What follows belongs to an exercise in optimizing a design on an open flow for small area, a short achievable clock period and few clock cycles per item; a production flow would make more cautious choices.
RTL that was checked went through simulation tests only; none was proved equivalent to the original.
Power is estimated from default activity; no workload was simulated.

==> flow/design.v (excerpt) <==
module add_seq_ctrl
#(
    parameter int unsigned N     = add_seq_pkg::ADDSEQ_N,
    parameter int unsigned WORDS = add_seq_pkg::ADDSEQ_WORDS
) (
    input  logic             clk,
    input  logic             rst,
    input  logic             in_valid,
    output logic             in_ready,
    input  logic [N*WORDS-1:0] a,
    input  logic [N*WORDS-1:0] b,
    input  logic             cin,
    input  logic             sub,
    output logic             out_valid,
    input  logic             out_ready,
    output logic [N*WORDS-1:0] sum,
    output logic             cout
);
    localparam int unsigned W = N * WORDS;
    logic         sub_eff;
    logic         c_eff;
    logic [W-1:0] add_sum;
    logic         add_cout;
    assign sub_eff = sub;
    assign c_eff   = sub | cin;
    cla #(.N(W)) u_cla (
        .A    (a),
        .B    (b),
        .Sub  (sub_eff),
        .Cin  (c_eff),
        .Sum  (add_sum),
        .Cout (add_cout)
    );
    logic         out_valid_q;    
    logic         skid_valid_q;   
    logic         in_ready_q;     
    logic [W:0]   res_q;          
    logic [W:0]   skid_q;
    logic accept, load_out;
    assign accept   = in_valid & in_ready_q;
    assign load_out = ~out_valid_q | out_ready;
  ...
Size in the first run: roughly 520 flip-flops, roughly 780 I/O pins.
export LEC_CHECK = 0
export CAP_MARGIN = 20
export CORE_MARGIN = 2
export CORE_UTILIZATION = 40
export SLEW_MARGIN = 20
create_clock -name core_clock -period 28.0 [get_ports {clk}]
standard.sh (not shown) runs the stock make flow with config.mk's settings and CLKGATE_MAP_FILE= SYNTH_SCRIPT=/design/flow/synth_recipe.tcl, a recipe that flattens the netlist after the stock synthesis.
==> flow/flow/run.sh <==
#!/bin/bash
# The standard layout (standard.sh) with changes to how it is made; the
# constraints (constraint.sdc) are the standard flow's, unchanged. ORFS keeps each tool's
# log in orfs/logs; this script's own output goes to standard.log.
MARGIN=19.5
bash standard.sh finish \
  "BUFFER_PORTS_ARGS=-buffer_cell sky130_fd_sc_hd__buf_1" \
  SETUP_SLACK_MARGIN=$MARGIN \
  PRE_RESIZE_TCL=$PWD/flow/pre_resize.tcl  "ABC_AREA=1" "DONT_USE_CELLS= sky130_fd_sc_hd__probe_p_8 sky130_fd_sc_hd__probec_p_8 sky130_fd_sc_hd__lpflow_bleeder_1 sky130_fd_sc_hd__lpflow_clkbufkapwr_1 sky130_fd_sc_hd__lpflow_clkbufkapwr_16 sky130_fd_sc_hd__lpflow_clkbufkapwr_2 sky130_fd_sc_hd__lpflow_clkbufkapwr_4 sky130_fd_sc_hd__lpflow_clkbufkapwr_8 sky130_fd_sc_hd__lpflow_clkinvkapwr_1 sky130_fd_sc_hd__lpflow_clkinvkapwr_16 sky130_fd_sc_hd__lpflow_clkinvkapwr_2 sky130_fd_sc_hd__lpflow_clkinvkapwr_4 sky130_fd_sc_hd__lpflow_clkinvkapwr_8 sky130_fd_sc_hd__lpflow_decapkapwr_12 sky130_fd_sc_hd__lpflow_decapkapwr_3 sky130_fd_sc_hd__lpflow_decapkapwr_4 sky130_fd_sc_hd__lpflow_decapkapwr_6 sky130_fd_sc_hd__lpflow_decapkapwr_8 sky130_fd_sc_hd__lpflow_inputiso0n_1 sky130_fd_sc_hd__lpflow_inputiso0p_1 sky130_fd_sc_hd__lpflow_inputiso1n_1 sky130_fd_sc_hd__lpflow_inputiso1p_1 sky130_fd_sc_hd__lpflow_inputisolatch_1 sky130_fd_sc_hd__lpflow_isobufsrc_1 sky130_fd_sc_hd__lpflow_isobufsrc_16 sky130_fd_sc_hd__lpflow_isobufsrc_2 sky130_fd_sc_hd__lpflow_isobufsrc_4 sky130_fd_sc_hd__lpflow_isobufsrc_8 sky130_fd_sc_hd__lpflow_isobufsrckapwr_16 sky130_fd_sc_hd__lpflow_lsbuf_lh_hl_isowell_tap_1 sky130_fd_sc_hd__lpflow_lsbuf_lh_hl_isowell_tap_2 sky130_fd_sc_hd__lpflow_lsbuf_lh_hl_isowell_tap_4 sky130_fd_sc_hd__lpflow_lsbuf_lh_isowell_4 sky130_fd_sc_hd__lpflow_lsbuf_lh_isowell_tap_1 sky130_fd_sc_hd__lpflow_lsbuf_lh_isowell_tap_2 sky130_fd_sc_hd__lpflow_lsbuf_lh_isowell_tap_4  sky130_fd_sc_hd__fa_1 sky130_fd_sc_hd__fa_2 sky130_fd_sc_hd__fa_4" "CORE_UTILIZATION=60" "CTS_CLUSTER_SIZE=24" "CTS_CLUSTER_DIAMETER=90" > standard.log 2>&1
Other scripts of this flow, unchanged in this note and not shown: flow/flow/fanout_tree.tcl, flow/flow/pre_resize.tcl
Rerun with:
--- a/flow/design.v
+++ b/flow/design.v
@@ -1,26 +1,25 @@
 package add_seq_pkg;
     localparam int unsigned ADDSEQ_N     = 64;
     localparam int unsigned ADDSEQ_WORDS = 4;
 endpackage
 module cla #(
     parameter int unsigned N = 256
 ) (
     input  logic [N-1:0] A,
     input  logic [N-1:0] B,
-    input  logic         Sub,
     input  logic         Cin,
     output logic [N-1:0] Sum,
     output logic         Cout
 );
     logic [N-1:0] g, p;
-    assign p = A ^ B ^ {N{Sub}};
-    assign g = A & ~p;
+    assign g = A & B;
+    assign p = A ^ B;
     logic LG0_0, LP0_0;
     assign LG0_0 = g[0];
     assign LP0_0 = p[0];
     logic LG0_1, LP0_1;
     assign LG0_1 = g[1] | (p[1] & LG0_0);
     assign LP0_1 = p[1] & LP0_0;
     logic LG0_2, LP0_2;
     assign LG0_2 = g[2] | (p[2] & LG0_1);
     assign LP0_2 = p[2] & LP0_1;
@@ -1505,28 +1504,27 @@
     input  logic [N*WORDS-1:0] b,
     input  logic             cin,
     input  logic             sub,
     output logic             out_valid,
     input  logic             out_ready,
     output logic [N*WORDS-1:0] sum,
     output logic             cout
 );
     localparam int unsigned W = N * WORDS;
-    logic         sub_eff;
+    logic [W-1:0] b_eff;
     logic         c_eff;
     logic [W-1:0] add_sum;
     logic         add_cout;
-    assign sub_eff = sub;
-    assign c_eff   = sub | cin;
+    assign b_eff = sub ? ~b : b;
+    assign c_eff = sub | cin;
     cla #(.N(W)) u_cla (
         .A    (a),
-        .B    (b),
-        .Sub  (sub_eff),
+        .B    (b_eff),
         .Cin  (c_eff),
         .Sum  (add_sum),
         .Cout (add_cout)
     );
     logic         out_valid_q;    
     logic         skid_valid_q;   
     logic         in_ready_q;     
     logic [W:0]   res_q;          
     logic [W:0]   skid_q;
The new run completed without violations. Synthesized cell count is lower by 18%. Clock power came out lower by about 12%. Setup slack is worse by 70 ps. Final area goes down by 2.0%. Worst hold slack hardly moves. Die area shrinks by 5.4%.
Testbench counts after the change, summed over its fixed seeds: cycles 1,288, items 1,280.
For the first run of this note, only the layout was checked, not whether the RTL still works.

[port drivers added, routing unchanged]
The results above use ideal ports. As a check the final layouts listed here were re-extracted and re-timed, cells and wires unchanged. Step 1: set_driving_cell puts a clkbuf_16 on clk and a buf_2 on each other input, an assumption about the parent block. Step 2 times the ports against the registers' clock, not the clock port: input delays grow and output delays shrink by t, the midpoint of the rising clock arrivals with the driver on. Slacks: ideal / step 1 / step 2; pairs: ideal / step 1.
run | shift t [ns] | setup slack, ns | slew at the worst register clock pin (ns)
the first run | 0.673 | 19.714 / 19.562 / 18.889 | 0.10 / 0.10
the second run | 0.649 | 19.644 / 19.438 / 18.790 | 0.10 / 0.10
After both steps setup and hold are still met in every run listed. The setup slack of the second run, which loses most, moves by -0.206 ns with the drivers and by -0.854 ns with both steps.
